What follows belongs to an exercise in optimizing a design on an open flow for a short achievable clock period and few clock cycles per item; a production flow would make more cautious choices. Function was checked by simulation only, so behaviour that the tests miss may differ from the original. Power and IR drop assume default switching activity.

==> flow/design.v, too long to show whole: its modules and the start of the top module <==
// module rpt_ram: 19 lines
// module rpt_magsq: 1146 lines
// module rpt_sq23: 457 lines
// module rpt_cordic_xy: 948 lines
// module rpt_cordic_z: 946 lines
// module range_peak_phase_tracker: 379 lines
module range_peak_phase_tracker #(
  parameter int NUM_BINS    = 32,
  parameter int RING_DEPTH  = 64,
  parameter int SAMPLE_BITS = 24,
  parameter int ANGLE_BITS  = 16
) (
  input  logic                                     clk,
  input  logic                                     rst_n,
  input  logic                                     in_valid,
  output logic                                     in_ready,
  input  logic                                     in_req_type,
  input  logic signed [SAMPLE_BITS-1:0]            in_bin_re,
  input  logic signed [SAMPLE_BITS-1:0]            in_bin_im,
  input  logic                                     in_last_bin,
  input  logic [rpt_pkg::RD_IDX_W-1:0]             in_read_index,
  output logic                                     out_valid,
  input  logic                                     out_ready,
  output logic                                     out_kind,
  output logic                                     out_target_found,
  output logic [rpt_pkg::PEAK_BIN_W-1:0]           out_peak_bin,
  output logic signed [ANGLE_BITS-1:0]             out_peak_phase,
  output logic signed [rpt_pkg::PHASE_W-1:0]       out_unwrapped_phase,
  output logic [$clog2(RING_DEPTH+1)-1:0]          out_samples_held,
  output logic                                     out_analysis_due,
  output logic signed [rpt_pkg::PHASE_W-1:0]       out_read_data,
  input  logic                                     cfg_valid,
  output logic                                     cfg_ready,
  input  logic [rpt_pkg::CFG_IDX_W-1:0]            cfg_index,
  input  logic [rpt_pkg::MAG_CFG_W-1:0]            cfg_data
);
  // ...
==> flow/flow/run.sh <==
#!/bin/bash
# The standard layout (standard.sh, the standard flow's own ORFS run on the same config.mk
# and constraint.sdc), with repair_timing asked to leave a setup margin of
# REPAIR_MARGIN ns at the design's clock, so it keeps improving the worst
# paths well past the 12 ns period. The clock, SDC and every other step are
# unchanged. Full make output goes to standard.log in this folder.
set -euo pipefail
REPAIR_MARGIN=8.4
bash standard.sh SETUP_SLACK_MARGIN=$REPAIR_MARGIN finish > standard.log 2>&1
==> flow/standard.sh <==
#!/bin/bash
# synth_recipe.tcl (not shown) runs the flow's synth.tcl, then flattens the netlist and writes it again
# the make line also repeats each setting of config.mk as NAME=value (left out here)
make -C /OpenROAD-flow-scripts/flow DESIGN_CONFIG=/design/flow/config.mk WORK_HOME=/design/flow/orfs CLKGATE_MAP_FILE= SYNTH_SCRIPT=/design/flow/synth_recipe.tcl "${@:-finish}"
==> flow/config.mk <==
export PLATFORM = sky130hd
export DESIGN_NAME = range_peak_phase_tracker
export DESIGN_NICKNAME = range_peak_phase_tracker
export VERILOG_FILES = /design/flow/design.v
export SDC_FILE = /design/flow/constraint.sdc
export NUM_CORES = 4
export LEC_CHECK = 0
export ABC_CLOCK_PERIOD_IN_PS = 2000
export CAP_MARGIN = 20
export CORE_MARGIN = 2
export CORE_UTILIZATION = 40
export SLEW_MARGIN = 20
==> flow/constraint.sdc <==
create_clock -name core_clock -period 12.0 [get_ports {clk}]
set_input_delay 2.4000 -clock core_clock [delete_from_list [all_inputs] [get_ports {clk}]]
set_output_delay 2.4000 -clock core_clock [all_outputs]
set_load 0.01 [all_outputs]
==> impl_metrics.yaml, run 1 <==
synth:
  ys.flop_type: "sky130_fd_sc_hd__dfxtp_1"
  synth.mux.area_fraction_pct: 12.33
  synth_compound_area_share_pct: 5.439
  post_synth_fa_ha_maj_area_fraction_pct: 10.68
  synth_xor_area_share_pct: 6.368
  synth_top_cells_by_count: "sky130_fd_sc_hd__dfxtp_1 (6,231), sky130_fd_sc_hd__edfxtp_1 (2,691), sky130_fd_sc_hd__mux2_2 (2,245)"
  simple_gate_area_share_of_the_yosys_netlist_pct: 5.704
pwr:
  largest_voltage_drop_on_the_vdd_net_mv: 0.2704
  p_leak_nw: 152.6
  internal_power_w: 0.07753
  comb_cell_power_w: 0.0477
  switching_power_w: 0.04209
floorplan:
  floorplan.initialDensity_pct: 40.07
  chipWidth_um: 956.9
cells_and_area:
  finish.cell_count_without_fillers: 40184
  layout.cells.most_common_list: "sky130_fd_sc_hd__dfxtp_1 (6,123), sky130_fd_sc_hd__edfxtp_1 (2,691), sky130_fd_sc_hd__mux2_2 (2,245)"
  regArea_um2: 205800
  fill_cells: 80620
  flow.area_growth_from_synthesis_pct: 13.52
  seqAreaFraction_pct: 49.90
  nonClockInverterCount: 1597
  area_of_the_multi_input_gates_um2: 149000
  fin_util_pct: 45.48
  largest_reg_flops: 2048
setup_path:
  reg_to_reg_startpoint: "wr_ptr[0]"
  critPathBufInv: 1
placed_design:
  post_placement_cell_count: 38345
  port_buffers: 182
timing:
  hold_viol_final: 0
  relSlewSlack_pct: 20.86
  unrepaired_setup_endpoints_after_global_routing: "yes"
global_route:
  grt_usage_pct: 18.18
  grt_start_max_net_pins: 205
detailed_routing:
  route.detailed.drc: 0
  antenna_violating_nets_post_route: 0
cts:
  cts-htree-levels: 6
  clock_latency_ns: 1.16
  cts.hold.buffers_added: 0
  cts_tree: "built"
run_status:
  status: "complete, no violations"
worst_hold_path:
  hold_crit_class: "flip-flop to flip-flop"
Testbench counts, summed over its fixed seeds: cycles 12,928, items 575.
==> module range_peak_phase_tracker, before the edit <==
module range_peak_phase_tracker #(
  parameter int NUM_BINS    = 32,
  parameter int RING_DEPTH  = 64,
  parameter int SAMPLE_BITS = 24,
  parameter int ANGLE_BITS  = 16
) (
  input  logic                                     clk,
  input  logic                                     rst_n,
  input  logic                                     in_valid,
  output logic                                     in_ready,
  input  logic                                     in_req_type,
  input  logic signed [SAMPLE_BITS-1:0]            in_bin_re,
  input  logic signed [SAMPLE_BITS-1:0]            in_bin_im,
  input  logic                                     in_last_bin,
  input  logic [rpt_pkg::RD_IDX_W-1:0]             in_read_index,
  output logic                                     out_valid,
  input  logic                                     out_ready,
  output logic                                     out_kind,
  output logic                                     out_target_found,
  output logic [rpt_pkg::PEAK_BIN_W-1:0]           out_peak_bin,
  output logic signed [ANGLE_BITS-1:0]             out_peak_phase,
  output logic signed [rpt_pkg::PHASE_W-1:0]       out_unwrapped_phase,
  output logic [$clog2(RING_DEPTH+1)-1:0]          out_samples_held,
  output logic                                     out_analysis_due,
  output logic signed [rpt_pkg::PHASE_W-1:0]       out_read_data,
  input  logic                                     cfg_valid,
  output logic                                     cfg_ready,
  input  logic [rpt_pkg::CFG_IDX_W-1:0]            cfg_index,
  input  logic [rpt_pkg::MAG_CFG_W-1:0]            cfg_data
);
  localparam int MD    = 4;     
  localparam int CD    = rpt_pkg::CORDIC_XY_LAT + rpt_pkg::CORDIC_Z_LAT;
  localparam int FD    = 12;    
  localparam int CAP   = FD + 1;
  localparam int EW    = 1 + 1 + 5 + 7 + 1 + 32;
  logic        rst_q;
  logic        cq_v;
  logic [1:0]  cq_idx;
  logic [22:0] cq_data;
  logic [4:0]  min_bin_r;
  logic [22:0] min_mag_r;
  logic [45:0] thr;
  always_ff @(posedge clk) begin
    rst_q   <= !rst_n;
    cq_v    <= cfg_valid;
    cq_idx  <= cfg_index;
    cq_data <= cfg_data;
  end
  always_ff @(posedge clk) begin
    if (rst_q) begin
      min_bin_r <= 5'd11;
      min_mag_r <= 23'd6291;
    end else if (cq_v) begin
      if (cq_idx == rpt_pkg::CFG_MIN_BIN) begin
        min_bin_r <= cq_data[4:0];
      end else if (cq_idx == rpt_pkg::CFG_MIN_MAG) begin
        min_mag_r <= cq_data;
      end
    end
  end
  rpt_sq23 u_thr (
    .clk (clk),
    .m   (min_mag_r),
    .sum (thr)
  );
  assign cfg_ready = 1'b1;
  logic        in_ready_r;
  logic        a_v, a_rd, a_last;
  logic [23:0] a_re, a_im;
  logic [5:0]  a_idx;
  assign in_ready = in_ready_r;
  always_ff @(posedge clk) begin
    a_v    <= in_valid && in_ready_r && rst_n;
    a_rd   <= in_req_type;
    a_last <= in_last_bin;
    a_re   <= in_bin_re;
    a_im   <= in_bin_im;
    a_idx  <= in_read_index[5:0];
  end
  logic [5:0]  cnt_r;
  logic        b_v, b_rd, b_last, b_srch, b_neg;
  logic [4:0]  b_bin;
  logic [23:0] b_xf;
  logic [24:0] b_yf;
  logic [5:0]  b_idx;
  logic [22:0] b_br, b_bi;
  logic        b_sr, b_si;
  always_ff @(posedge clk) begin
    if (rst_q) begin
      cnt_r <= '0;
    end else if (a_v && !a_rd) begin
      if (a_last) begin
        cnt_r <= '0;
      end else if (!cnt_r[5]) begin
        cnt_r <= cnt_r + 1'b1;
      end
    end
  end
  always_ff @(posedge clk) begin
    b_v    <= a_v && !rst_q;
    b_rd   <= a_rd;
    b_last <= a_last;
    b_srch <= !cnt_r[5] && (cnt_r[4:0] >= min_bin_r);
    b_bin  <= cnt_r[4:0];
    b_neg  <= a_re[23];
    b_xf   <= a_re[23] ? 24'd0 - a_re : a_re;
    b_yf   <= a_re[23] ? 25'd0 - {a_im[23], a_im} : {a_im[23], a_im};
    b_idx  <= a_idx;
    b_br   <= a_re[22:0] ^ {23{a_re[23]}};
    b_sr   <= a_re[23];
    b_bi   <= a_im[22:0] ^ {23{a_im[23]}};
    b_si   <= a_im[23];
  end
  logic [47:0] p_mag;
  rpt_magsq u_mag (
    .clk (clk),
    .br  (b_br),
    .sr  (b_sr),
    .bi  (b_bi),
    .si  (b_si),
    .sum (p_mag)
  );
  localparam int MW = 1 + 1 + 1 + 5 + 1 + 24 + 25 + 6;
  logic [MD-1:0]         md_v;
  logic [MD-1:0][MW-1:0] md;
  always_ff @(posedge clk) begin
    md_v <= rst_q ? '0 : {md_v[MD-2:0], b_v};
    md   <= {md[MD-2:0], {b_rd, b_last, b_srch, b_bin, b_neg, b_xf, b_yf, b_idx}};
  end
  logic        p_v, p_rd, p_last, p_srch, p_neg;
  logic [4:0]  p_bin;
  logic [23:0] p_xf;
  logic [24:0] p_yf;
  logic [5:0]  p_idx;
  logic        p_take, p_ge;
  logic [47:0] best_mag;
  logic [4:0]  best_bin;
  logic [23:0] best_xf;
  logic [24:0] best_yf;
  logic        best_neg, best_ok, best_ge;
  assign p_v = md_v[MD-1];
  assign {p_rd, p_last, p_srch, p_bin, p_neg, p_xf, p_yf, p_idx} = md[MD-1];
  assign p_take = p_v && !p_rd && p_srch && (p_mag > best_mag);
  assign p_ge   = p_mag >= {2'b00, thr};
  always_ff @(posedge clk) begin
    if (rst_q || (p_v && !p_rd && p_last)) begin
      best_mag <= '0;
      best_bin <= '0;
      best_xf  <= '0;
      best_yf  <= '0;
      best_neg <= 1'b0;
      best_ok  <= 1'b0;
      best_ge  <= 1'b0;
    end else if (p_take) begin
      best_mag <= p_mag;
      best_bin <= p_bin;
      best_xf  <= p_xf;
      best_yf  <= p_yf;
      best_neg <= p_neg;
      best_ok  <= 1'b1;
      best_ge  <= p_ge;
    end
  end
  logic        q_v, q_rd, q_tgt, q_zero, q_neg;
  logic [5:0]  q_idx;
  logic [4:0]  q_bin;
  logic [23:0] q_x;
  logic [24:0] q_y;
  always_ff @(posedge clk) begin
    q_v    <= p_v && (p_rd || p_last) && !rst_q;
    q_rd   <= p_rd;
    q_idx  <= p_idx;
    q_bin  <= p_take ? p_bin : best_bin;
    q_x    <= p_take ? p_xf : best_xf;
    q_y    <= p_take ? p_yf : best_yf;
    q_neg  <= p_take ? p_neg : best_neg;
    q_zero <= !p_take && !best_ok;
    q_tgt  <= p_take ? p_ge : (best_ok ? best_ge : (min_mag_r == '0));
  end
  localparam int XL = rpt_pkg::CORDIC_XY_LAT;
  localparam int ZL = rpt_pkg::CORDIC_Z_LAT;
  logic [23:0] c_sg;
  logic [31:0] c_z;
  rpt_cordic_xy u_cordic (
    .clk  (clk),
    .xin  (q_x),
    .yin  (q_y),
    .sg   (c_sg)
  );
  localparam int CWM = 1 + 6 + 5 + 1 + 1 + 1;
  logic [CD-1:0]          cd_v;
  logic [CD-1:0][CWM-1:0] cd;
  always_ff @(posedge clk) begin
    cd_v <= rst_q ? '0 : {cd_v[CD-2:0], q_v};
    cd   <= {cd[CD-2:0], {q_rd, q_idx, q_bin, q_tgt, q_zero, q_neg}};
  end
  rpt_cordic_z u_angle (
    .clk  (clk),
    .sg   (c_sg),
    .neg  (cd[XL-1][0]),
    .sum  (c_z)
  );
  logic        c_v, c_rd, c_tgt, c_zero;
  logic [5:0]  c_idx;
  logic [4:0]  c_bin;
  logic [15:0] c_p, prev_r;
  logic signed [16:0] c_d;
  assign c_v = cd_v[CD-1];
  assign {c_rd, c_idx, c_bin, c_tgt, c_zero} = cd[CD-1][CWM-1:1];
  assign c_p = c_zero ? 16'd0 : c_z[31:16];
  assign c_d = {c_p[15], c_p} - {prev_r[15], prev_r};
  logic        u1_v, u1_rd, u1_tgt, u1_up, u1_dn;
  logic [5:0]  u1_idx;
  logic [4:0]  u1_bin;
  logic [15:0] u1_p;
  always_ff @(posedge clk) begin
    if (rst_q) begin
      prev_r <= '0;
    end else if (c_v && !c_rd && c_tgt) begin
      prev_r <= c_p;
    end
  end
  always_ff @(posedge clk) begin
    u1_v   <= c_v && !rst_q;
    u1_rd  <= c_rd;
    u1_idx <= c_idx;
    u1_bin <= c_bin;
    u1_tgt <= c_tgt;
    u1_p   <= c_p;
    u1_up  <= c_d > 17'sd32768;
    u1_dn  <= c_d < -17'sd32768;
  end
  logic [15:0] off_r, off_nxt, u1_k;
  logic        u2_v, u2_rd, u2_tgt;
  logic [5:0]  u2_idx;
  logic [4:0]  u2_bin;
  logic [15:0] u2_p, u2_hi;
  assign off_nxt = u1_dn ? off_r + 1'b1 : (u1_up ? off_r - 1'b1 : off_r);
  assign u1_k    = u1_dn ? (u1_p[15] ? 16'd0 : 16'd1)
                 : u1_up ? (u1_p[15] ? 16'hFFFE : 16'hFFFF)
                 : (u1_p[15] ? 16'hFFFF : 16'd0);
  always_ff @(posedge clk) begin
    if (rst_q) begin
      off_r <= '0;
    end else if (u1_v && !u1_rd && u1_tgt) begin
      off_r <= off_nxt;
    end
  end
  always_ff @(posedge clk) begin
    u2_v   <= u1_v && !rst_q;
    u2_rd  <= u1_rd;
    u2_idx <= u1_idx;
    u2_bin <= u1_bin;
    u2_tgt <= u1_tgt;
    u2_p   <= u1_p;
    u2_hi  <= off_r + u1_k;
  end
  logic [5:0]  wp_r;
  logic [6:0]  held_r, held_inc;
  logic        w_we;
  logic [6:0]  w_slot;
  logic [31:0] ring_q;
  logic [5:0]  r_slot;
  assign w_we     = u2_v && !u2_rd && u2_tgt;
  assign held_inc = held_r[6] ? held_r : held_r + 1'b1;
  assign w_slot   = {1'b0, u2_idx} + {1'b0, wp_r};
  rpt_ram #(
    .WIDTH (32),
    .DEPTH (RING_DEPTH)
  ) u_ring (
    .clk   (clk),
    .we    (w_we),
    .waddr (wp_r),
    .wdata ({u2_hi, u2_p}),
    .raddr (r_slot),
    .rdata (ring_q)
  );
  always_ff @(posedge clk) begin
    if (rst_q) begin
      wp_r   <= '0;
      held_r <= '0;
    end else if (w_we) begin
      wp_r   <= wp_r + 1'b1;
      held_r <= held_inc;
    end
  end
  logic        r_v, r_rd, r_found, r_due, r_rok;
  logic [4:0]  r_bin;
  logic [31:0] r_unwr;
  logic [6:0]  r_held;
  always_ff @(posedge clk) begin
    r_v     <= u2_v && !rst_q;
    r_rd    <= u2_rd;
    r_found <= !u2_rd && u2_tgt;
    r_bin   <= u2_rd ? 5'd0 : u2_bin;
    r_unwr  <= (!u2_rd && u2_tgt) ? {u2_hi, u2_p} : 32'd0;
    r_held  <= (!u2_rd && u2_tgt) ? held_inc : held_r;
    r_due   <= !u2_rd && u2_tgt && (held_r >= 7'd63);
    r_slot  <= w_slot[5:0];
    r_rok   <= u2_rd && (held_r[6] || w_slot[6]);
  end
  logic          f_v;
  logic [EW-1:0] f_entry;
  always_ff @(posedge clk) begin
    f_v     <= r_v && !rst_q;
    f_entry <= {r_rd, r_found, r_bin, r_held, r_due,
                r_rd ? (r_rok ? ring_q : 32'd0) : r_unwr};
  end
  logic [FD-1:0][EW-1:0]  fifo_q;
  logic [EW-1:0]          head;
  logic [3:0]             wr_ptr, rd_ptr, rd_ptr_inc;
  logic [4:0]             f_cnt, f_cnt_ld, f_cnt_nl;
  logic                   f_ne, load, out_valid_r;
  assign load       = f_ne && !out_valid_r;
  assign rd_ptr_inc = (rd_ptr == 4'(FD - 1)) ? '0 : rd_ptr + 1'b1;
  assign f_cnt_nl   = f_v ? f_cnt + 1'b1 : f_cnt;
  assign f_cnt_ld   = f_v ? f_cnt : f_cnt - 1'b1;
  always_ff @(posedge clk) begin
    if (f_v) begin
      fifo_q[wr_ptr] <= f_entry;
    end
  end
  always_ff @(posedge clk) begin
    if (rst_q) begin
      wr_ptr <= '0;
      rd_ptr <= '0;
      f_cnt  <= '0;
      f_ne   <= 1'b0;
    end else begin
      if (f_v) begin
        wr_ptr <= (wr_ptr == 4'(FD - 1)) ? '0 : wr_ptr + 1'b1;
      end
      rd_ptr <= load ? rd_ptr_inc : rd_ptr;
      f_cnt  <= load ? f_cnt_ld : f_cnt_nl;
      f_ne   <= load ? (f_cnt_ld != '0) : (f_cnt_nl != '0);
    end
  end
  always_ff @(posedge clk) begin
    if (!rst_n || rst_q) begin
      out_valid_r <= 1'b0;
    end else begin
      out_valid_r <= out_valid_r ? !out_ready : f_ne;
    end
  end
  logic        o_kind, o_found, o_due;
  logic [4:0]  o_bin;
  logic [6:0]  o_held;
  logic [15:0] o_phase;
  logic [31:0] o_unwr, o_rdata;
  assign head = fifo_q[rd_ptr];
  always_ff @(posedge clk) begin
    if (load) begin
      {o_kind, o_found, o_bin, o_held, o_due} <= head[EW-1:32];
      o_phase <= head[EW-1] ? 16'd0 : head[15:0];
      o_unwr  <= head[EW-1] ? 32'd0 : head[31:0];
      o_rdata <= head[EW-1] ? head[31:0] : 32'd0;
    end
  end
  assign out_valid           = out_valid_r;
  assign out_kind            = o_kind;
  assign out_target_found    = o_found;
  assign out_peak_bin        = o_bin;
  assign out_peak_phase      = o_phase;
  assign out_unwrapped_phase = o_unwr;
  assign out_samples_held    = o_held;
  assign out_analysis_due    = o_due;
  assign out_read_data       = o_rdata;
  logic       tq;
  logic [4:0] cc;
  always_ff @(posedge clk) begin
    tq <= out_valid_r && out_ready;
    if (rst_q) begin
      cc <= '0;
    end else begin
      cc <= cc + 5'(a_v && (a_rd || a_last)) - 5'(tq);
    end
    in_ready_r <= rst_n && (cc <= 5'(CAP - 4));
  end
endmodule
==> run 2, diff against run 1 <==
--- a/flow/design.v
+++ b/flow/design.v
@@ -1668,29 +1668,39 @@
   logic [21:0] r0_xl;
   logic [21:0] r0_yl;
   logic [22:0] r0_xt;
   logic [22:0] r0_yt;
   assign r0_xt = {1'b0, x0[20:0], 1'b1} + {1'b0, r0_ox[20:0], r0_s};
   assign r0_yt = {1'b0, y0[20:0], 1'b1} + {1'b0, r0_oy[20:0], !r0_s};
   assign r0_xl = r0_xt[22:1];
   assign r0_yl = r0_yt[22:1];
-  logic [40:0] r0_xa, r0_oxa;
-  logic [40:0] r0_ya, r0_oya;
+  logic [40:0] r0_xa;
+  logic [40:0] r0_ya;
   logic r0_cx, r0_cy;
   logic [0:0] r0_ha;
   always_ff @(posedge clk) begin
     r0_xa  <= {x0[40:21], r0_xl[20:0]};
-    r0_oxa <= r0_ox;
     r0_cx  <= r0_xl[21];
     r0_ya  <= {y0[40:21], r0_yl[20:0]};
-    r0_oya <= r0_oy;
     r0_cy  <= r0_yl[21];
     r0_ha  <= r0_s;
   end
+  logic r0_sb;
+  logic signed [40:0] r0_yb, r0_dxb;
+  logic [40:0] r0_xb, r0_dyb;
+  logic [40:0] r0_oxa;
+  logic [40:0] r0_oya;
+  assign r0_sb  = r0_ya[40];
+  assign r0_yb  = {r0_ya[40:21], 21'd0};
+  assign r0_dxb = r0_yb >>> 0;
+  assign r0_xb  = {r0_xa[40:21], 21'd0};
+  assign r0_dyb = r0_xb >> 0;
+  assign r0_oxa = r0_dxb ^ {41{r0_sb}};
+  assign r0_oya = r0_dyb[40:0] ^ {41{!r0_sb}};
   logic [40:0] r0_xn;
   logic [40:0] r0_yn;
   logic [21:0] r0_xh;
   logic [21:0] r0_yh;
   assign r0_xh = {1'b0, r0_xa[40:21], 1'b1} + {1'b0, r0_oxa[40:21], r0_cx};
   assign r0_yh = {1'b0, r0_ya[40:21], 1'b1} + {1'b0, r0_oya[40:21], r0_cy};
   assign r0_xn = {r0_xh[20:1], r0_xa[20:0]};
   assign r0_yn = {r0_yh[20:1], r0_ya[20:0]};
@@ -1715,29 +1725,39 @@
   logic [21:0] r1_xl;
   logic [21:0] r1_yl;
   logic [22:0] r1_xt;
   logic [22:0] r1_yt;
   assign r1_xt = {1'b0, x1[20:0], 1'b1} + {1'b0, r1_ox[20:0], r1_s};
   assign r1_yt = {1'b0, y1[20:0], 1'b1} + {1'b0, r1_oy[20:0], !r1_s};
   assign r1_xl = r1_xt[22:1];
   assign r1_yl = r1_yt[22:1];
-  logic [40:0] r1_xa, r1_oxa;
-  logic [40:0] r1_ya, r1_oya;
+  logic [40:0] r1_xa;
+  logic [40:0] r1_ya;
   logic r1_cx, r1_cy;
   logic [1:0] r1_ha;
   always_ff @(posedge clk) begin
     r1_xa  <= {x1[40:21], r1_xl[20:0]};
-    r1_oxa <= r1_ox;
     r1_cx  <= r1_xl[21];
     r1_ya  <= {y1[40:21], r1_yl[20:0]};
-    r1_oya <= r1_oy;
     r1_cy  <= r1_yl[21];
     r1_ha  <= {h1, r1_s};
   end
+  logic r1_sb;
+  logic signed [40:0] r1_yb, r1_dxb;
+  logic [40:0] r1_xb, r1_dyb;
+  logic [40:0] r1_oxa;
+  logic [40:0] r1_oya;
+  assign r1_sb  = r1_ya[40];
+  assign r1_yb  = {r1_ya[40:21], 21'd0};
+  assign r1_dxb = r1_yb >>> 1;
+  assign r1_xb  = {r1_xa[40:21], 21'd0};
+  assign r1_dyb = r1_xb >> 1;
+  assign r1_oxa = r1_dxb ^ {41{r1_sb}};
+  assign r1_oya = r1_dyb[40:0] ^ {41{!r1_sb}};
   logic [40:0] r1_xn;
   logic [40:0] r1_yn;
   logic [21:0] r1_xh;
   logic [21:0] r1_yh;
   assign r1_xh = {1'b0, r1_xa[40:21], 1'b1} + {1'b0, r1_oxa[40:21], r1_cx};
   assign r1_yh = {1'b0, r1_ya[40:21], 1'b1} + {1'b0, r1_oya[40:21], r1_cy};
   assign r1_xn = {r1_xh[20:1], r1_xa[20:0]};
   assign r1_yn = {r1_yh[20:1], r1_ya[20:0]};
@@ -1762,29 +1782,39 @@
   logic [21:0] r2_xl;
   logic [21:0] r2_yl;
   logic [22:0] r2_xt;
   logic [22:0] r2_yt;
   assign r2_xt = {1'b0, x2[20:0], 1'b1} + {1'b0, r2_ox[20:0], r2_s};
   assign r2_yt = {1'b0, y2[20:0], 1'b1} + {1'b0, r2_oy[20:0], !r2_s};
   assign r2_xl = r2_xt[22:1];
   assign r2_yl = r2_yt[22:1];
-  logic [40:0] r2_xa, r2_oxa;
-  logic [40:0] r2_ya, r2_oya;
+  logic [40:0] r2_xa;
+  logic [40:0] r2_ya;
   logic r2_cx, r2_cy;
   logic [2:0] r2_ha;
   always_ff @(posedge clk) begin
     r2_xa  <= {x2[40:21], r2_xl[20:0]};
-    r2_oxa <= r2_ox;
     r2_cx  <= r2_xl[21];
     r2_ya  <= {y2[40:21], r2_yl[20:0]};
-    r2_oya <= r2_oy;
     r2_cy  <= r2_yl[21];
     r2_ha  <= {h2, r2_s};
   end
+  logic r2_sb;
+  logic signed [40:0] r2_yb, r2_dxb;
+  logic [40:0] r2_xb, r2_dyb;
+  logic [40:0] r2_oxa;
+  logic [40:0] r2_oya;
+  assign r2_sb  = r2_ya[40];
+  assign r2_yb  = {r2_ya[40:21], 21'd0};
+  assign r2_dxb = r2_yb >>> 2;
+  assign r2_xb  = {r2_xa[40:21], 21'd0};
+  assign r2_dyb = r2_xb >> 2;
+  assign r2_oxa = r2_dxb ^ {41{r2_sb}};
+  assign r2_oya = r2_dyb[40:0] ^ {41{!r2_sb}};
   logic [40:0] r2_xn;
   logic [40:0] r2_yn;
   logic [21:0] r2_xh;
   logic [21:0] r2_yh;
   assign r2_xh = {1'b0, r2_xa[40:21], 1'b1} + {1'b0, r2_oxa[40:21], r2_cx};
   assign r2_yh = {1'b0, r2_ya[40:21], 1'b1} + {1'b0, r2_oya[40:21], r2_cy};
   assign r2_xn = {r2_xh[20:1], r2_xa[20:0]};
   assign r2_yn = {r2_yh[20:1], r2_ya[20:0]};
@@ -1809,29 +1839,39 @@
   logic [21:0] r3_xl;
   logic [21:0] r3_yl;
   logic [22:0] r3_xt;
   logic [22:0] r3_yt;
   assign r3_xt = {1'b0, x3[20:0], 1'b1} + {1'b0, r3_ox[20:0], r3_s};
   assign r3_yt = {1'b0, y3[20:0], 1'b1} + {1'b0, r3_oy[20:0], !r3_s};
   assign r3_xl = r3_xt[22:1];
   assign r3_yl = r3_yt[22:1];
-  logic [40:0] r3_xa, r3_oxa;
-  logic [40:0] r3_ya, r3_oya;
+  logic [40:0] r3_xa;
+  logic [40:0] r3_ya;
   logic r3_cx, r3_cy;
   logic [3:0] r3_ha;
   always_ff @(posedge clk) begin
     r3_xa  <= {x3[40:21], r3_xl[20:0]};
-    r3_oxa <= r3_ox;
     r3_cx  <= r3_xl[21];
     r3_ya  <= {y3[40:21], r3_yl[20:0]};
-    r3_oya <= r3_oy;
     r3_cy  <= r3_yl[21];
     r3_ha  <= {h3, r3_s};
   end
+  logic r3_sb;
+  logic signed [40:0] r3_yb, r3_dxb;
+  logic [40:0] r3_xb, r3_dyb;
+  logic [40:0] r3_oxa;
+  logic [40:0] r3_oya;
+  assign r3_sb  = r3_ya[40];
+  assign r3_yb  = {r3_ya[40:21], 21'd0};
+  assign r3_dxb = r3_yb >>> 3;
+  assign r3_xb  = {r3_xa[40:21], 21'd0};
+  assign r3_dyb = r3_xb >> 3;
+  assign r3_oxa = r3_dxb ^ {41{r3_sb}};
+  assign r3_oya = r3_dyb[40:0] ^ {41{!r3_sb}};
   logic [40:0] r3_xn;
   logic [40:0] r3_yn;
   logic [21:0] r3_xh;
   logic [21:0] r3_yh;
   assign r3_xh = {1'b0, r3_xa[40:21], 1'b1} + {1'b0, r3_oxa[40:21], r3_cx};
   assign r3_yh = {1'b0, r3_ya[40:21], 1'b1} + {1'b0, r3_oya[40:21], r3_cy};
   assign r3_xn = {r3_xh[20:1], r3_xa[20:0]};
   assign r3_yn = {r3_yh[20:1], r3_ya[20:0]};
@@ -1856,29 +1896,39 @@
   logic [21:0] r4_xl;
   logic [20:0] r4_yl;
   logic [22:0] r4_xt;
   logic [21:0] r4_yt;
   assign r4_xt = {1'b0, x4[20:0], 1'b1} + {1'b0, r4_ox[20:0], r4_s};
   assign r4_yt = {1'b0, y4[19:0], 1'b1} + {1'b0, r4_oy[19:0], !r4_s};
   assign r4_xl = r4_xt[22:1];
   assign r4_yl = r4_yt[21:1];
-  logic [40:0] r4_xa, r4_oxa;
-  logic [39:0] r4_ya, r4_oya;
+  logic [40:0] r4_xa;
+  logic [39:0] r4_ya;
   logic r4_cx, r4_cy;
   logic [4:0] r4_ha;
   always_ff @(posedge clk) begin
     r4_xa  <= {x4[40:21], r4_xl[20:0]};
-    r4_oxa <= r4_ox;
     r4_cx  <= r4_xl[21];
     r4_ya  <= {y4[39:20], r4_yl[19:0]};
-    r4_oya <= r4_oy;
     r4_cy  <= r4_yl[20];
     r4_ha  <= {h4, r4_s};
   end
+  logic r4_sb;
+  logic signed [40:0] r4_yb, r4_dxb;
+  logic [40:0] r4_xb, r4_dyb;
+  logic [40:0] r4_oxa;
+  logic [39:0] r4_oya;
+  assign r4_sb  = r4_ya[39];
+  assign r4_yb  = {{1{r4_ya[39]}}, r4_ya[39:20], 20'd0};
+  assign r4_dxb = r4_yb >>> 4;
+  assign r4_xb  = {r4_xa[40:21], 21'd0};
+  assign r4_dyb = r4_xb >> 4;
+  assign r4_oxa = r4_dxb ^ {41{r4_sb}};
+  assign r4_oya = r4_dyb[39:0] ^ {40{!r4_sb}};
   logic [40:0] r4_xn;
   logic [39:0] r4_yn;
   logic [21:0] r4_xh;
   logic [21:0] r4_yh;
   assign r4_xh = {1'b0, r4_xa[40:21], 1'b1} + {1'b0, r4_oxa[40:21], r4_cx};
   assign r4_yh = {1'b0, r4_ya[39:20], 1'b1} + {1'b0, r4_oya[39:20], r4_cy};
   assign r4_xn = {r4_xh[20:1], r4_xa[20:0]};
   assign r4_yn = {r4_yh[20:1], r4_ya[19:0]};
@@ -1903,29 +1953,39 @@
   logic [21:0] r5_xl;
   logic [20:0] r5_yl;
   logic [22:0] r5_xt;
   logic [21:0] r5_yt;
   assign r5_xt = {1'b0, x5[20:0], 1'b1} + {1'b0, r5_ox[20:0], r5_s};
   assign r5_yt = {1'b0, y5[19:0], 1'b1} + {1'b0, r5_oy[19:0], !r5_s};
   assign r5_xl = r5_xt[22:1];
   assign r5_yl = r5_yt[21:1];
-  logic [40:0] r5_xa, r5_oxa;
-  logic [38:0] r5_ya, r5_oya;
+  logic [40:0] r5_xa;
+  logic [38:0] r5_ya;
   logic r5_cx, r5_cy;
   logic [5:0] r5_ha;
   always_ff @(posedge clk) begin
     r5_xa  <= {x5[40:21], r5_xl[20:0]};
-    r5_oxa <= r5_ox;
     r5_cx  <= r5_xl[21];
     r5_ya  <= {y5[38:20], r5_yl[19:0]};
-    r5_oya <= r5_oy;
     r5_cy  <= r5_yl[20];
     r5_ha  <= {h5, r5_s};
   end
+  logic r5_sb;
+  logic signed [40:0] r5_yb, r5_dxb;
+  logic [40:0] r5_xb, r5_dyb;
+  logic [40:0] r5_oxa;
+  logic [38:0] r5_oya;
+  assign r5_sb  = r5_ya[38];
+  assign r5_yb  = {{2{r5_ya[38]}}, r5_ya[38:20], 20'd0};
+  assign r5_dxb = r5_yb >>> 5;
+  assign r5_xb  = {r5_xa[40:21], 21'd0};
+  assign r5_dyb = r5_xb >> 5;
+  assign r5_oxa = r5_dxb ^ {41{r5_sb}};
+  assign r5_oya = r5_dyb[38:0] ^ {39{!r5_sb}};
   logic [40:0] r5_xn;
   logic [38:0] r5_yn;
   logic [21:0] r5_xh;
   logic [20:0] r5_yh;
   assign r5_xh = {1'b0, r5_xa[40:21], 1'b1} + {1'b0, r5_oxa[40:21], r5_cx};
   assign r5_yh = {1'b0, r5_ya[38:20], 1'b1} + {1'b0, r5_oya[38:20], r5_cy};
   assign r5_xn = {r5_xh[20:1], r5_xa[20:0]};
   assign r5_yn = {r5_yh[19:1], r5_ya[19:0]};
@@ -1950,29 +2010,39 @@
   logic [21:0] r6_xl;
   logic [19:0] r6_yl;
   logic [22:0] r6_xt;
   logic [20:0] r6_yt;
   assign r6_xt = {1'b0, x6[20:0], 1'b1} + {1'b0, r6_ox[20:0], r6_s};
   assign r6_yt = {1'b0, y6[18:0], 1'b1} + {1'b0, r6_oy[18:0], !r6_s};
   assign r6_xl = r6_xt[22:1];
   assign r6_yl = r6_yt[20:1];
-  logic [40:0] r6_xa, r6_oxa;
-  logic [37:0] r6_ya, r6_oya;
+  logic [40:0] r6_xa;
+  logic [37:0] r6_ya;
   logic r6_cx, r6_cy;
   logic [6:0] r6_ha;
   always_ff @(posedge clk) begin
     r6_xa  <= {x6[40:21], r6_xl[20:0]};
-    r6_oxa <= r6_ox;
     r6_cx  <= r6_xl[21];
     r6_ya  <= {y6[37:19], r6_yl[18:0]};
-    r6_oya <= r6_oy;
     r6_cy  <= r6_yl[19];
     r6_ha  <= {h6, r6_s};
   end
+  logic r6_sb;
+  logic signed [40:0] r6_yb, r6_dxb;
+  logic [40:0] r6_xb, r6_dyb;
+  logic [40:0] r6_oxa;
+  logic [37:0] r6_oya;
+  assign r6_sb  = r6_ya[37];
+  assign r6_yb  = {{3{r6_ya[37]}}, r6_ya[37:19], 19'd0};
+  assign r6_dxb = r6_yb >>> 6;
+  assign r6_xb  = {r6_xa[40:21], 21'd0};
+  assign r6_dyb = r6_xb >> 6;
+  assign r6_oxa = r6_dxb ^ {41{r6_sb}};
+  assign r6_oya = r6_dyb[37:0] ^ {38{!r6_sb}};
   logic [40:0] r6_xn;
   logic [37:0] r6_yn;
   logic [21:0] r6_xh;
   logic [20:0] r6_yh;
   assign r6_xh = {1'b0, r6_xa[40:21], 1'b1} + {1'b0, r6_oxa[40:21], r6_cx};
   assign r6_yh = {1'b0, r6_ya[37:19], 1'b1} + {1'b0, r6_oya[37:19], r6_cy};
   assign r6_xn = {r6_xh[20:1], r6_xa[20:0]};
   assign r6_yn = {r6_yh[19:1], r6_ya[18:0]};
@@ -1997,29 +2067,39 @@
   logic [21:0] r7_xl;
   logic [19:0] r7_yl;
   logic [22:0] r7_xt;
   logic [20:0] r7_yt;
   assign r7_xt = {1'b0, x7[20:0], 1'b1} + {1'b0, r7_ox[20:0], r7_s};
   assign r7_yt = {1'b0, y7[18:0], 1'b1} + {1'b0, r7_oy[18:0], !r7_s};
   assign r7_xl = r7_xt[22:1];
   assign r7_yl = r7_yt[20:1];
-  logic [40:0] r7_xa, r7_oxa;
-  logic [36:0] r7_ya, r7_oya;
+  logic [40:0] r7_xa;
+  logic [36:0] r7_ya;
   logic r7_cx, r7_cy;
   logic [7:0] r7_ha;
   always_ff @(posedge clk) begin
     r7_xa  <= {x7[40:21], r7_xl[20:0]};
-    r7_oxa <= r7_ox;
     r7_cx  <= r7_xl[21];
     r7_ya  <= {y7[36:19], r7_yl[18:0]};
-    r7_oya <= r7_oy;
     r7_cy  <= r7_yl[19];
     r7_ha  <= {h7, r7_s};
   end
+  logic r7_sb;
+  logic signed [40:0] r7_yb, r7_dxb;
+  logic [40:0] r7_xb, r7_dyb;
+  logic [40:0] r7_oxa;
+  logic [36:0] r7_oya;
+  assign r7_sb  = r7_ya[36];
+  assign r7_yb  = {{4{r7_ya[36]}}, r7_ya[36:19], 19'd0};
+  assign r7_dxb = r7_yb >>> 7;
+  assign r7_xb  = {r7_xa[40:21], 21'd0};
+  assign r7_dyb = r7_xb >> 7;
+  assign r7_oxa = r7_dxb ^ {41{r7_sb}};
+  assign r7_oya = r7_dyb[36:0] ^ {37{!r7_sb}};
   logic [40:0] r7_xn;
   logic [36:0] r7_yn;
   logic [21:0] r7_xh;
   logic [19:0] r7_yh;
   assign r7_xh = {1'b0, r7_xa[40:21], 1'b1} + {1'b0, r7_oxa[40:21], r7_cx};
   assign r7_yh = {1'b0, r7_ya[36:19], 1'b1} + {1'b0, r7_oya[36:19], r7_cy};
   assign r7_xn = {r7_xh[20:1], r7_xa[20:0]};
   assign r7_yn = {r7_yh[18:1], r7_ya[18:0]};
@@ -2044,29 +2124,39 @@
   logic [21:0] r8_xl;
   logic [18:0] r8_yl;
   logic [22:0] r8_xt;
   logic [19:0] r8_yt;
   assign r8_xt = {1'b0, x8[20:0], 1'b1} + {1'b0, r8_ox[20:0], r8_s};
   assign r8_yt = {1'b0, y8[17:0], 1'b1} + {1'b0, r8_oy[17:0], !r8_s};
   assign r8_xl = r8_xt[22:1];
   assign r8_yl = r8_yt[19:1];
-  logic [40:0] r8_xa, r8_oxa;
-  logic [35:0] r8_ya, r8_oya;
+  logic [40:0] r8_xa;
+  logic [35:0] r8_ya;
   logic r8_cx, r8_cy;
   logic [8:0] r8_ha;
   always_ff @(posedge clk) begin
     r8_xa  <= {x8[40:21], r8_xl[20:0]};
-    r8_oxa <= r8_ox;
     r8_cx  <= r8_xl[21];
     r8_ya  <= {y8[35:18], r8_yl[17:0]};
-    r8_oya <= r8_oy;
     r8_cy  <= r8_yl[18];
     r8_ha  <= {h8, r8_s};
   end
+  logic r8_sb;
+  logic signed [40:0] r8_yb, r8_dxb;
+  logic [40:0] r8_xb, r8_dyb;
+  logic [40:0] r8_oxa;
+  logic [35:0] r8_oya;
+  assign r8_sb  = r8_ya[35];
+  assign r8_yb  = {{5{r8_ya[35]}}, r8_ya[35:18], 18'd0};
+  assign r8_dxb = r8_yb >>> 8;
+  assign r8_xb  = {r8_xa[40:21], 21'd0};
+  assign r8_dyb = r8_xb >> 8;
+  assign r8_oxa = r8_dxb ^ {41{r8_sb}};
+  assign r8_oya = r8_dyb[35:0] ^ {36{!r8_sb}};
   logic [40:0] r8_xn;
   logic [35:0] r8_yn;
   logic [21:0] r8_xh;
   logic [19:0] r8_yh;
   assign r8_xh = {1'b0, r8_xa[40:21], 1'b1} + {1'b0, r8_oxa[40:21], r8_cx};
   assign r8_yh = {1'b0, r8_ya[35:18], 1'b1} + {1'b0, r8_oya[35:18], r8_cy};
   assign r8_xn = {r8_xh[20:1], r8_xa[20:0]};
   assign r8_yn = {r8_yh[18:1], r8_ya[17:0]};
@@ -2091,29 +2181,39 @@
   logic [21:0] r9_xl;
   logic [18:0] r9_yl;
   logic [22:0] r9_xt;
   logic [19:0] r9_yt;
   assign r9_xt = {1'b0, x9[20:0], 1'b1} + {1'b0, r9_ox[20:0], r9_s};
   assign r9_yt = {1'b0, y9[17:0], 1'b1} + {1'b0, r9_oy[17:0], !r9_s};
   assign r9_xl = r9_xt[22:1];
   assign r9_yl = r9_yt[19:1];
-  logic [40:0] r9_xa, r9_oxa;
-  logic [34:0] r9_ya, r9_oya;
+  logic [40:0] r9_xa;
+  logic [34:0] r9_ya;
   logic r9_cx, r9_cy;
   logic [9:0] r9_ha;
   always_ff @(posedge clk) begin
     r9_xa  <= {x9[40:21], r9_xl[20:0]};
-    r9_oxa <= r9_ox;
     r9_cx  <= r9_xl[21];
     r9_ya  <= {y9[34:18], r9_yl[17:0]};
-    r9_oya <= r9_oy;
     r9_cy  <= r9_yl[18];
     r9_ha  <= {h9, r9_s};
   end
+  logic r9_sb;
+  logic signed [40:0] r9_yb, r9_dxb;
+  logic [40:0] r9_xb, r9_dyb;
+  logic [40:0] r9_oxa;
+  logic [34:0] r9_oya;
+  assign r9_sb  = r9_ya[34];
+  assign r9_yb  = {{6{r9_ya[34]}}, r9_ya[34:18], 18'd0};
+  assign r9_dxb = r9_yb >>> 9;
+  assign r9_xb  = {r9_xa[40:21], 21'd0};
+  assign r9_dyb = r9_xb >> 9;
+  assign r9_oxa = r9_dxb ^ {41{r9_sb}};
+  assign r9_oya = r9_dyb[34:0] ^ {35{!r9_sb}};
   logic [40:0] r9_xn;
   logic [34:0] r9_yn;
   logic [21:0] r9_xh;
   logic [18:0] r9_yh;
   assign r9_xh = {1'b0, r9_xa[40:21], 1'b1} + {1'b0, r9_oxa[40:21], r9_cx};
   assign r9_yh = {1'b0, r9_ya[34:18], 1'b1} + {1'b0, r9_oya[34:18], r9_cy};
   assign r9_xn = {r9_xh[20:1], r9_xa[20:0]};
   assign r9_yn = {r9_yh[17:1], r9_ya[17:0]};
@@ -2138,29 +2238,39 @@
   logic [21:0] r10_xl;
   logic [17:0] r10_yl;
   logic [22:0] r10_xt;
   logic [18:0] r10_yt;
   assign r10_xt = {1'b0, x10[20:0], 1'b1} + {1'b0, r10_ox[20:0], r10_s};
   assign r10_yt = {1'b0, y10[16:0], 1'b1} + {1'b0, r10_oy[16:0], !r10_s};
   assign r10_xl = r10_xt[22:1];
   assign r10_yl = r10_yt[18:1];
-  logic [40:0] r10_xa, r10_oxa;
-  logic [33:0] r10_ya, r10_oya;
+  logic [40:0] r10_xa;
+  logic [33:0] r10_ya;
   logic r10_cx, r10_cy;
   logic [10:0] r10_ha;
   always_ff @(posedge clk) begin
     r10_xa  <= {x10[40:21], r10_xl[20:0]};
-    r10_oxa <= r10_ox;
     r10_cx  <= r10_xl[21];
     r10_ya  <= {y10[33:17], r10_yl[16:0]};
-    r10_oya <= r10_oy;
     r10_cy  <= r10_yl[17];
     r10_ha  <= {h10, r10_s};
   end
+  logic r10_sb;
+  logic signed [40:0] r10_yb, r10_dxb;
+  logic [40:0] r10_xb, r10_dyb;
+  logic [40:0] r10_oxa;
+  logic [33:0] r10_oya;
+  assign r10_sb  = r10_ya[33];
+  assign r10_yb  = {{7{r10_ya[33]}}, r10_ya[33:17], 17'd0};
+  assign r10_dxb = r10_yb >>> 10;
+  assign r10_xb  = {r10_xa[40:21], 21'd0};
+  assign r10_dyb = r10_xb >> 10;
+  assign r10_oxa = r10_dxb ^ {41{r10_sb}};
+  assign r10_oya = r10_dyb[33:0] ^ {34{!r10_sb}};
   logic [40:0] r10_xn;
   logic [33:0] r10_yn;
   logic [21:0] r10_xh;
   logic [18:0] r10_yh;
   assign r10_xh = {1'b0, r10_xa[40:21], 1'b1} + {1'b0, r10_oxa[40:21], r10_cx};
   assign r10_yh = {1'b0, r10_ya[33:17], 1'b1} + {1'b0, r10_oya[33:17], r10_cy};
   assign r10_xn = {r10_xh[20:1], r10_xa[20:0]};
   assign r10_yn = {r10_yh[17:1], r10_ya[16:0]};
@@ -2185,29 +2295,39 @@
   logic [21:0] r11_xl;
   logic [17:0] r11_yl;
   logic [22:0] r11_xt;
   logic [18:0] r11_yt;
   assign r11_xt = {1'b0, x11[20:0], 1'b1} + {1'b0, r11_ox[20:0], r11_s};
   assign r11_yt = {1'b0, y11[16:0], 1'b1} + {1'b0, r11_oy[16:0], !r11_s};
   assign r11_xl = r11_xt[22:1];
   assign r11_yl = r11_yt[18:1];
-  logic [40:0] r11_xa, r11_oxa;
-  logic [32:0] r11_ya, r11_oya;
+  logic [40:0] r11_xa;
+  logic [32:0] r11_ya;
   logic r11_cx, r11_cy;
   logic [11:0] r11_ha;
   always_ff @(posedge clk) begin
     r11_xa  <= {x11[40:21], r11_xl[20:0]};
-    r11_oxa <= r11_ox;
     r11_cx  <= r11_xl[21];
     r11_ya  <= {y11[32:17], r11_yl[16:0]};
-    r11_oya <= r11_oy;
     r11_cy  <= r11_yl[17];
     r11_ha  <= {h11, r11_s};
   end
+  logic r11_sb;
+  logic signed [40:0] r11_yb, r11_dxb;
+  logic [40:0] r11_xb, r11_dyb;
+  logic [40:0] r11_oxa;
+  logic [32:0] r11_oya;
+  assign r11_sb  = r11_ya[32];
+  assign r11_yb  = {{8{r11_ya[32]}}, r11_ya[32:17], 17'd0};
+  assign r11_dxb = r11_yb >>> 11;
+  assign r11_xb  = {r11_xa[40:21], 21'd0};
+  assign r11_dyb = r11_xb >> 11;
+  assign r11_oxa = r11_dxb ^ {41{r11_sb}};
+  assign r11_oya = r11_dyb[32:0] ^ {33{!r11_sb}};
   logic [40:0] r11_xn;
   logic [32:0] r11_yn;
   logic [21:0] r11_xh;
   logic [17:0] r11_yh;
   assign r11_xh = {1'b0, r11_xa[40:21], 1'b1} + {1'b0, r11_oxa[40:21], r11_cx};
   assign r11_yh = {1'b0, r11_ya[32:17], 1'b1} + {1'b0, r11_oya[32:17], r11_cy};
   assign r11_xn = {r11_xh[20:1], r11_xa[20:0]};
   assign r11_yn = {r11_yh[16:1], r11_ya[16:0]};
@@ -2232,29 +2352,39 @@
   logic [21:0] r12_xl;
   logic [16:0] r12_yl;
   logic [22:0] r12_xt;
   logic [17:0] r12_yt;
   assign r12_xt = {1'b0, x12[20:0], 1'b1} + {1'b0, r12_ox[20:0], r12_s};
   assign r12_yt = {1'b0, y12[15:0], 1'b1} + {1'b0, r12_oy[15:0], !r12_s};
   assign r12_xl = r12_xt[22:1];
   assign r12_yl = r12_yt[17:1];
-  logic [40:0] r12_xa, r12_oxa;
-  logic [31:0] r12_ya, r12_oya;
+  logic [40:0] r12_xa;
+  logic [31:0] r12_ya;
   logic r12_cx, r12_cy;
   logic [12:0] r12_ha;
   always_ff @(posedge clk) begin
     r12_xa  <= {x12[40:21], r12_xl[20:0]};
-    r12_oxa <= r12_ox;
     r12_cx  <= r12_xl[21];
     r12_ya  <= {y12[31:16], r12_yl[15:0]};
-    r12_oya <= r12_oy;
     r12_cy  <= r12_yl[16];
     r12_ha  <= {h12, r12_s};
   end
+  logic r12_sb;
+  logic signed [40:0] r12_yb, r12_dxb;
+  logic [40:0] r12_xb, r12_dyb;
+  logic [40:0] r12_oxa;
+  logic [31:0] r12_oya;
+  assign r12_sb  = r12_ya[31];
+  assign r12_yb  = {{9{r12_ya[31]}}, r12_ya[31:16], 16'd0};
+  assign r12_dxb = r12_yb >>> 12;
+  assign r12_xb  = {r12_xa[40:21], 21'd0};
+  assign r12_dyb = r12_xb >> 12;
+  assign r12_oxa = r12_dxb ^ {41{r12_sb}};
+  assign r12_oya = r12_dyb[31:0] ^ {32{!r12_sb}};
   logic [40:0] r12_xn;
   logic [31:0] r12_yn;
   logic [21:0] r12_xh;
   logic [17:0] r12_yh;
   assign r12_xh = {1'b0, r12_xa[40:21], 1'b1} + {1'b0, r12_oxa[40:21], r12_cx};
   assign r12_yh = {1'b0, r12_ya[31:16], 1'b1} + {1'b0, r12_oya[31:16], r12_cy};
   assign r12_xn = {r12_xh[20:1], r12_xa[20:0]};
   assign r12_yn = {r12_yh[16:1], r12_ya[15:0]};
@@ -2279,29 +2409,39 @@
   logic [21:0] r13_xl;
   logic [16:0] r13_yl;
   logic [22:0] r13_xt;
   logic [17:0] r13_yt;
   assign r13_xt = {1'b0, x13[20:0], 1'b1} + {1'b0, r13_ox[20:0], r13_s};
   assign r13_yt = {1'b0, y13[15:0], 1'b1} + {1'b0, r13_oy[15:0], !r13_s};
   assign r13_xl = r13_xt[22:1];
   assign r13_yl = r13_yt[17:1];
-  logic [40:0] r13_xa, r13_oxa;
-  logic [30:0] r13_ya, r13_oya;
+  logic [40:0] r13_xa;
+  logic [30:0] r13_ya;
   logic r13_cx, r13_cy;
   logic [13:0] r13_ha;
   always_ff @(posedge clk) begin
     r13_xa  <= {x13[40:21], r13_xl[20:0]};
-    r13_oxa <= r13_ox;
     r13_cx  <= r13_xl[21];
     r13_ya  <= {y13[30:16], r13_yl[15:0]};
-    r13_oya <= r13_oy;
     r13_cy  <= r13_yl[16];
     r13_ha  <= {h13, r13_s};
   end
+  logic r13_sb;
+  logic signed [40:0] r13_yb, r13_dxb;
+  logic [40:0] r13_xb, r13_dyb;
+  logic [40:0] r13_oxa;
+  logic [30:0] r13_oya;
+  assign r13_sb  = r13_ya[30];
+  assign r13_yb  = {{10{r13_ya[30]}}, r13_ya[30:16], 16'd0};
+  assign r13_dxb = r13_yb >>> 13;
+  assign r13_xb  = {r13_xa[40:21], 21'd0};
+  assign r13_dyb = r13_xb >> 13;
+  assign r13_oxa = r13_dxb ^ {41{r13_sb}};
+  assign r13_oya = r13_dyb[30:0] ^ {31{!r13_sb}};
   logic [40:0] r13_xn;
   logic [30:0] r13_yn;
   logic [21:0] r13_xh;
   logic [16:0] r13_yh;
   assign r13_xh = {1'b0, r13_xa[40:21], 1'b1} + {1'b0, r13_oxa[40:21], r13_cx};
   assign r13_yh = {1'b0, r13_ya[30:16], 1'b1} + {1'b0, r13_oya[30:16], r13_cy};
   assign r13_xn = {r13_xh[20:1], r13_xa[20:0]};
   assign r13_yn = {r13_yh[15:1], r13_ya[15:0]};
@@ -2326,29 +2466,39 @@
   logic [21:0] r14_xl;
   logic [15:0] r14_yl;
   logic [22:0] r14_xt;
   logic [16:0] r14_yt;
   assign r14_xt = {1'b0, x14[20:0], 1'b1} + {1'b0, r14_ox[20:0], r14_s};
   assign r14_yt = {1'b0, y14[14:0], 1'b1} + {1'b0, r14_oy[14:0], !r14_s};
   assign r14_xl = r14_xt[22:1];
   assign r14_yl = r14_yt[16:1];
-  logic [40:0] r14_xa, r14_oxa;
-  logic [29:0] r14_ya, r14_oya;
+  logic [40:0] r14_xa;
+  logic [29:0] r14_ya;
   logic r14_cx, r14_cy;
   logic [14:0] r14_ha;
   always_ff @(posedge clk) begin
     r14_xa  <= {x14[40:21], r14_xl[20:0]};
-    r14_oxa <= r14_ox;
     r14_cx  <= r14_xl[21];
     r14_ya  <= {y14[29:15], r14_yl[14:0]};
-    r14_oya <= r14_oy;
     r14_cy  <= r14_yl[15];
     r14_ha  <= {h14, r14_s};
   end
+  logic r14_sb;
+  logic signed [40:0] r14_yb, r14_dxb;
+  logic [40:0] r14_xb, r14_dyb;
+  logic [40:0] r14_oxa;
+  logic [29:0] r14_oya;
+  assign r14_sb  = r14_ya[29];
+  assign r14_yb  = {{11{r14_ya[29]}}, r14_ya[29:15], 15'd0};
+  assign r14_dxb = r14_yb >>> 14;
+  assign r14_xb  = {r14_xa[40:21], 21'd0};
+  assign r14_dyb = r14_xb >> 14;
+  assign r14_oxa = r14_dxb ^ {41{r14_sb}};
+  assign r14_oya = r14_dyb[29:0] ^ {30{!r14_sb}};
   logic [40:0] r14_xn;
   logic [29:0] r14_yn;
   logic [21:0] r14_xh;
   logic [16:0] r14_yh;
   assign r14_xh = {1'b0, r14_xa[40:21], 1'b1} + {1'b0, r14_oxa[40:21], r14_cx};
   assign r14_yh = {1'b0, r14_ya[29:15], 1'b1} + {1'b0, r14_oya[29:15], r14_cy};
   assign r14_xn = {r14_xh[20:1], r14_xa[20:0]};
   assign r14_yn = {r14_yh[15:1], r14_ya[14:0]};
@@ -2373,29 +2523,39 @@
   logic [21:0] r15_xl;
   logic [15:0] r15_yl;
   logic [22:0] r15_xt;
   logic [16:0] r15_yt;
   assign r15_xt = {1'b0, x15[20:0], 1'b1} + {1'b0, r15_ox[20:0], r15_s};
   assign r15_yt = {1'b0, y15[14:0], 1'b1} + {1'b0, r15_oy[14:0], !r15_s};
   assign r15_xl = r15_xt[22:1];
   assign r15_yl = r15_yt[16:1];
-  logic [40:0] r15_xa, r15_oxa;
-  logic [28:0] r15_ya, r15_oya;
+  logic [40:0] r15_xa;
+  logic [28:0] r15_ya;
   logic r15_cx, r15_cy;
   logic [15:0] r15_ha;
   always_ff @(posedge clk) begin
     r15_xa  <= {x15[40:21], r15_xl[20:0]};
-    r15_oxa <= r15_ox;
     r15_cx  <= r15_xl[21];
     r15_ya  <= {y15[28:15], r15_yl[14:0]};
-    r15_oya <= r15_oy;
     r15_cy  <= r15_yl[15];
     r15_ha  <= {h15, r15_s};
   end
+  logic r15_sb;
+  logic signed [40:0] r15_yb, r15_dxb;
+  logic [40:0] r15_xb, r15_dyb;
+  logic [40:0] r15_oxa;
+  logic [28:0] r15_oya;
+  assign r15_sb  = r15_ya[28];
+  assign r15_yb  = {{12{r15_ya[28]}}, r15_ya[28:15], 15'd0};
+  assign r15_dxb = r15_yb >>> 15;
+  assign r15_xb  = {r15_xa[40:21], 21'd0};
+  assign r15_dyb = r15_xb >> 15;
+  assign r15_oxa = r15_dxb ^ {41{r15_sb}};
+  assign r15_oya = r15_dyb[28:0] ^ {29{!r15_sb}};
   logic [40:0] r15_xn;
   logic [28:0] r15_yn;
   logic [21:0] r15_xh;
   logic [15:0] r15_yh;
   assign r15_xh = {1'b0, r15_xa[40:21], 1'b1} + {1'b0, r15_oxa[40:21], r15_cx};
   assign r15_yh = {1'b0, r15_ya[28:15], 1'b1} + {1'b0, r15_oya[28:15], r15_cy};
   assign r15_xn = {r15_xh[20:1], r15_xa[20:0]};
   assign r15_yn = {r15_yh[14:1], r15_ya[14:0]};
@@ -3567,17 +3727,17 @@
   input  logic                                     cfg_valid,
   output logic                                     cfg_ready,
   input  logic [rpt_pkg::CFG_IDX_W-1:0]            cfg_index,
   input  logic [rpt_pkg::MAG_CFG_W-1:0]            cfg_data
 );
   localparam int MD    = 4;     
   localparam int CD    = rpt_pkg::CORDIC_XY_LAT + rpt_pkg::CORDIC_Z_LAT;
   localparam int FD    = 12;    
-  localparam int CAP   = FD + 1;
+  localparam int CAP   = FD;
   localparam int EW    = 1 + 1 + 5 + 7 + 1 + 32;
   logic        rst_q;
   logic        cq_v;
   logic [1:0]  cq_idx;
   logic [22:0] cq_data;
   logic [4:0]  min_bin_r;
   logic [22:0] min_mag_r;
   logic [45:0] thr;
@@ -3723,36 +3883,37 @@
   logic [23:0] c_sg;
   logic [31:0] c_z;
   rpt_cordic_xy u_cordic (
     .clk  (clk),
     .xin  (q_x),
     .yin  (q_y),
     .sg   (c_sg)
   );
-  localparam int CWM = 1 + 6 + 5 + 1 + 1 + 1;
+  localparam int CWM = 1 + 6 + 1 + 1 + 1;
   logic [CD-1:0]          cd_v;
   logic [CD-1:0][CWM-1:0] cd;
   always_ff @(posedge clk) begin
     cd_v <= rst_q ? '0 : {cd_v[CD-2:0], q_v};
-    cd   <= {cd[CD-2:0], {q_rd, q_idx, q_bin, q_tgt, q_zero, q_neg}};
+    cd   <= {cd[CD-2:0], {q_rd, q_rd ? q_idx : {1'b0, q_bin}, q_tgt, q_zero, q_neg}};
   end
   rpt_cordic_z u_angle (
     .clk  (clk),
     .sg   (c_sg),
     .neg  (cd[XL-1][0]),
     .sum  (c_z)
   );
   logic        c_v, c_rd, c_tgt, c_zero;
   logic [5:0]  c_idx;
   logic [4:0]  c_bin;
   logic [15:0] c_p, prev_r;
   logic signed [16:0] c_d;
   assign c_v = cd_v[CD-1];
-  assign {c_rd, c_idx, c_bin, c_tgt, c_zero} = cd[CD-1][CWM-1:1];
+  assign {c_rd, c_idx, c_tgt, c_zero} = cd[CD-1][CWM-1:1];
+  assign c_bin = c_idx[4:0];
   assign c_p = c_zero ? 16'd0 : c_z[31:16];
   assign c_d = {c_p[15], c_p} - {prev_r[15], prev_r};
   logic        u1_v, u1_rd, u1_tgt, u1_up, u1_dn;
   logic [5:0]  u1_idx;
   logic [4:0]  u1_bin;
   logic [15:0] u1_p;
   always_ff @(posedge clk) begin
     if (rst_q) begin
@@ -3846,18 +4007,18 @@
     f_v     <= r_v && !rst_q;
     f_entry <= {r_rd, r_found, r_bin, r_held, r_due,
                 r_rd ? (r_rok ? ring_q : 32'd0) : r_unwr};
   end
   logic [FD-1:0][EW-1:0]  fifo_q;
   logic [EW-1:0]          head;
   logic [3:0]             wr_ptr, rd_ptr, rd_ptr_inc;
   logic [4:0]             f_cnt, f_cnt_ld, f_cnt_nl;
-  logic                   f_ne, load, out_valid_r;
-  assign load       = f_ne && !out_valid_r;
+  logic                   f_ne, take, out_valid_r;
+  assign take       = out_valid_r && out_ready;
   assign rd_ptr_inc = (rd_ptr == 4'(FD - 1)) ? '0 : rd_ptr + 1'b1;
   assign f_cnt_nl   = f_v ? f_cnt + 1'b1 : f_cnt;
   assign f_cnt_ld   = f_v ? f_cnt : f_cnt - 1'b1;
   always_ff @(posedge clk) begin
     if (f_v) begin
       fifo_q[wr_ptr] <= f_entry;
     end
   end
@@ -3866,41 +4027,39 @@
       wr_ptr <= '0;
       rd_ptr <= '0;
       f_cnt  <= '0;
       f_ne   <= 1'b0;
     end else begin
       if (f_v) begin
         wr_ptr <= (wr_ptr == 4'(FD - 1)) ? '0 : wr_ptr + 1'b1;
       end
-      rd_ptr <= load ? rd_ptr_inc : rd_ptr;
-      f_cnt  <= load ? f_cnt_ld : f_cnt_nl;
-      f_ne   <= load ? (f_cnt_ld != '0) : (f_cnt_nl != '0);
+      rd_ptr <= take ? rd_ptr_inc : rd_ptr;
+      f_cnt  <= take ? f_cnt_ld : f_cnt_nl;
+      f_ne   <= take ? (f_cnt_ld != '0) : (f_cnt_nl != '0);
     end
   end
   always_ff @(posedge clk) begin
     if (!rst_n || rst_q) begin
       out_valid_r <= 1'b0;
     end else begin
       out_valid_r <= out_valid_r ? !out_ready : f_ne;
     end
   end
   logic        o_kind, o_found, o_due;
   logic [4:0]  o_bin;
   logic [6:0]  o_held;
   logic [15:0] o_phase;
   logic [31:0] o_unwr, o_rdata;
   assign head = fifo_q[rd_ptr];
   always_ff @(posedge clk) begin
-    if (load) begin
-      {o_kind, o_found, o_bin, o_held, o_due} <= head[EW-1:32];
-      o_phase <= head[EW-1] ? 16'd0 : head[15:0];
-      o_unwr  <= head[EW-1] ? 32'd0 : head[31:0];
-      o_rdata <= head[EW-1] ? head[31:0] : 32'd0;
-    end
+    {o_kind, o_found, o_bin, o_held, o_due} <= head[EW-1:32];
+    o_phase <= head[EW-1] ? 16'd0 : head[15:0];
+    o_unwr  <= head[EW-1] ? 32'd0 : head[31:0];
+    o_rdata <= head[EW-1] ? head[31:0] : 32'd0;
   end
   assign out_valid           = out_valid_r;
   assign out_kind            = o_kind;
   assign out_target_found    = o_found;
   assign out_peak_bin        = o_bin;
   assign out_peak_phase      = o_phase;
   assign out_unwrapped_phase = o_unwr;
   assign out_samples_held    = o_held;
==> flow/config.mk (replaced) <==
export PLATFORM = sky130hd
export DESIGN_NAME = range_peak_phase_tracker
export DESIGN_NICKNAME = range_peak_phase_tracker
export VERILOG_FILES = /design/flow/design.v
export SDC_FILE = /design/flow/constraint.sdc
export NUM_CORES = 4
export LEC_CHECK = 0
export ABC_CLOCK_PERIOD_IN_PS = 2000
export CAP_MARGIN = 20
export CORE_MARGIN = 2
export CORE_UTILIZATION = 60
export PLACE_DENSITY = 0.7
export SLEW_MARGIN = 20
==> run 2 against run 1 <==
Compared with the run above: sequential share of layout area decreased by 0.65 points; synthesized cell count down 1.9%; global-route usage rose by 7.1 points; wire length is 10% lower; sequential power shrank 7.2%; non-clock buffer count down 54; critical path depth stayed put; first-iteration DRC count up 3.3%; fmax is 8.0% higher; total power decreased by 4.3%; critical path type unchanged; critical endpoint is now out_analysis_due.
==> impl_metrics.yaml, run 2 <==
detailed_routing:
  antenna_violating_nets_post_route: 0
  via_per_inst: 5.693
  routed-via-count: 200655
  route.detailed.drc: 0
  initialDrtViolationCount: 14500
setup_path:
  critical_path.max_stage_delay_ns: 0.36
  cp_data_arrival_time_ns: 1.59
  critical_path.top_delay_family: "flip-flops"
  critical_path_cell_by_cell: "buf_6"
  critPathRequiredTime_ns: 9.60
  critPathBufInv: 1
  reg_to_reg_startpoint: "wp_r[1]"
  cp-end-kind: "output port"
  worstSetupStartpointType: "flip-flop"
  critPathSlowestCell: "sky130_fd_sc_hd__dfxtp_4"
run:
  maxCapViolations: 0
timing:
  tns_ns: 0
  relSlewSlack_pct: 20.15
  fin_skew_ns: 0.09315
  final_period_util_pct: 33.21
  hold_viol_final: 0
  unrepaired_setup_endpoints_after_global_routing: "yes"
  worst-slew-pin-transition_ns: 1.198
  slew_viol_final: 0
cells_and_area:
  post-route-cell-area_um2: 391500
  finish.cell_count_without_fillers: 35249
  regArea_um2: 192800
  finish.net_count: 29318
  flow.area_growth_from_synthesis_pct: 11.48
  area_of_the_multi_input_gates_um2: 149500
  layout.cells.most_common_list: "sky130_fd_sc_hd__dfxtp_1 (5,572), sky130_fd_sc_hd__edfxtp_1 (2,612), sky130_fd_sc_hd__mux2_2 (2,253)"
  fin_util_pct: 67.00
  fill_cells: 42046
  post_route_cells_drive_above_1_share_pct: 19.10
  largest_reg_flops: 2048
worst_hold_path:
  worst_hold_path.num_cells: 0
  hold-path-endpoint: "u_cordic.y6[5]"
  hold_crit_class: "flip-flop to flip-flop"
placed_design:
  port_buffers: 182
  post_placement_cell_count: 33644
  placedInstanceArea_um2: 360900
  place.gp.congestion: 0.8734
synth:
  synth-seq-cells: 8314
  ys.flop_type: "sky130_fd_sc_hd__dfxtp_1"
  synth_edf_count: 2612
  synth_top_cell_area_share_pct: 32.50
  synth_top_cells_by_area: "sky130_fd_sc_hd__dfxtp_1 (33%), sky130_fd_sc_hd__edfxtp_1 (22%), sky130_fd_sc_hd__mux2_2 (7.2%), sky130_fd_sc_hd__fa_1 (5.9%), sky130_fd_sc_hd__mux4_2 (5.2%)"
  ys.warnings.count: 6
  synth_top_cells_by_count: "sky130_fd_sc_hd__dfxtp_1 (5,702), sky130_fd_sc_hd__edfxtp_1 (2,612), sky130_fd_sc_hd__mux2_2 (2,253)"
  yosys.cell_count.top_type: "sky130_fd_sc_hd__dfxtp_1"
pwr:
  post-layout-total-power_w: 0.1145
  largest_voltage_drop_on_the_vdd_net_mv: 0.2737
  power.share.switching_pct: 36.17
  p_leak_nw: 145.2
  combPwrFrac_pct: 42.5
  switching_power_w: 0.04142
  internal_power_w: 0.07308
cts:
  clock_latency_ns: 1.14
  clk_path_buf_depth: 4
  numCtsBuffers: 809
  cts.hold.buffers_added: 0
  cts-htree-levels: 6
  cts_tree: "built"
floorplan:
  dieArea_um2: 591500
  floorplan.initialDensity_pct: 60.10
  chipWidth_um: 769.1
  floorplan.rows: 281
global_route:
  grt_usage_pct: 25.29
  grt_start_max_net_pins: 205
  grt_remaining_overflow: 0
run_status:
  status: "complete, no violations"
run 2: final cells by class:
cell class	instances	area share, %
sequential	8314	49.25
multi-input combinational	15573	38.18
clock buffer	1136	6.052
tap	7782	2.487
inverter	1536	1.483
timing repair buffer	515	1.459
clock inverter	369	1.070
antenna	23	0.01470
timing repair inverter	1	0.001917
run 2: kinds of logic after synthesis:
logic type | share of synthesized area (%)
DFF | 54.84
muxes | 12.67
other | 0.001068
and+or+nand+nor | 5.827
buffers and inverters | 2.974
AOI/OAI and AO/OA | 6.025
xor gates and xnor gates | 6.619
adders and majority gates | 11.04
run 2: how the worst max path moves through the flow:
| stage | start | to | slack, ns | depth (start not counted) |
|---|---|---|---|---|
| 2_1_floorplan | u2_rd | u_ring.mem[0] | 6.82 | 4 |
| 3_3_place_gp | r_slot[0] | f_entry[12] | 7.19 | 7 |
| 3_5_place_dp | r_slot[0] | f_entry[12] | 7.17 | 7 |
| 4_1_cts | o_due | out_analysis_due | 7.93 | 1 |
| 5_1_grt | o_phase[5] | out_peak_phase[5] | 7.95 | 1 |
| 6_report | o_due | out_analysis_due | 8.01 | 1 |
run 2: timing repair:
| item | in CTS | in global routing |
|---|---|---|
| endpoints found under the hold margin | 0 | 0 |
| buffers inserted | 28 | 24 |
| endpoints found under the setup margin | 2454 | 2453 |
| pin swaps | 9 | 12 |
| gates cloned | 12 | 12 |
| gates resized for setup | 625 | 228 |
run 2: layer usage:
metal	up-vias	global-route usage, %	share of wire, %
met5	-	0	0.0031
met4	4	8.956	3.7
met3	1531	3.505	6.1
met2	5780	43.59	50
met1	99805	32.83	41
li1	93535	-	-
run 2: power groups by stage:
stage | clock network [W] | registers (W) | logic, W
floorplan | 0 | 0.0389 | 0.0369
global placement | 0 | 0.0405 | 0.0470
detailed placement | 0 | 0.0405 | 0.0480
CTS | 0.0264 | 0.0400 | 0.0487
global route | 0.0276 | 0.0406 | 0.0547
finish | 0.0259 | 0.0399 | 0.0486
run 2: stage by stage:
stage / hold WS [ns] / setup slack, ns
2_1_floorplan: 0.3096 / 6.824
3_3_place_gp: 0.3098 / 7.189
3_5_place_dp: 0.3121 / 7.166
4_1_cts: 0.2717 / 7.927
5_1_grt: 0.2839 / 7.952
6_report: 0.2633 / 8.015
Testbench counts of run 2, summed over its fixed seeds: cycles 12,928, items 575.

afterwards: timing with drivers on the ports:
No port has a modelled driver above. Below, the same layouts with a new extraction and two added sets of constraints.
Step 1 assumes that a clkbuf_16 drives the clock port and a buf_2 every other input.
Step 2, shift: input delay + t, output delay - t, t = (earliest + latest rising clock arrival at the registers) / 2. This alone moves slack from input paths to output paths.
Slacks: ideal ports / drivers / drivers and shift; pairs: ideal ports / drivers.
run | shift t [ns] | setup WS [ns] | worst hold slack (ns) | worst slew at a driven data input, ns
run 1 | 1.254 | 7.695 / 7.544 / 8.235 | 0.282 / 0.282 / 0.282 | 0.12
run 2 | 1.238 | 8.015 / 7.882 / 7.825 | 0.263 / 0.263 / 0.263 | 0.12
After both steps every run listed still meets setup and hold. For run 2, which loses most, drivers alone change the setup slack by -0.133 ns; drivers and shift together by -0.190 ns.
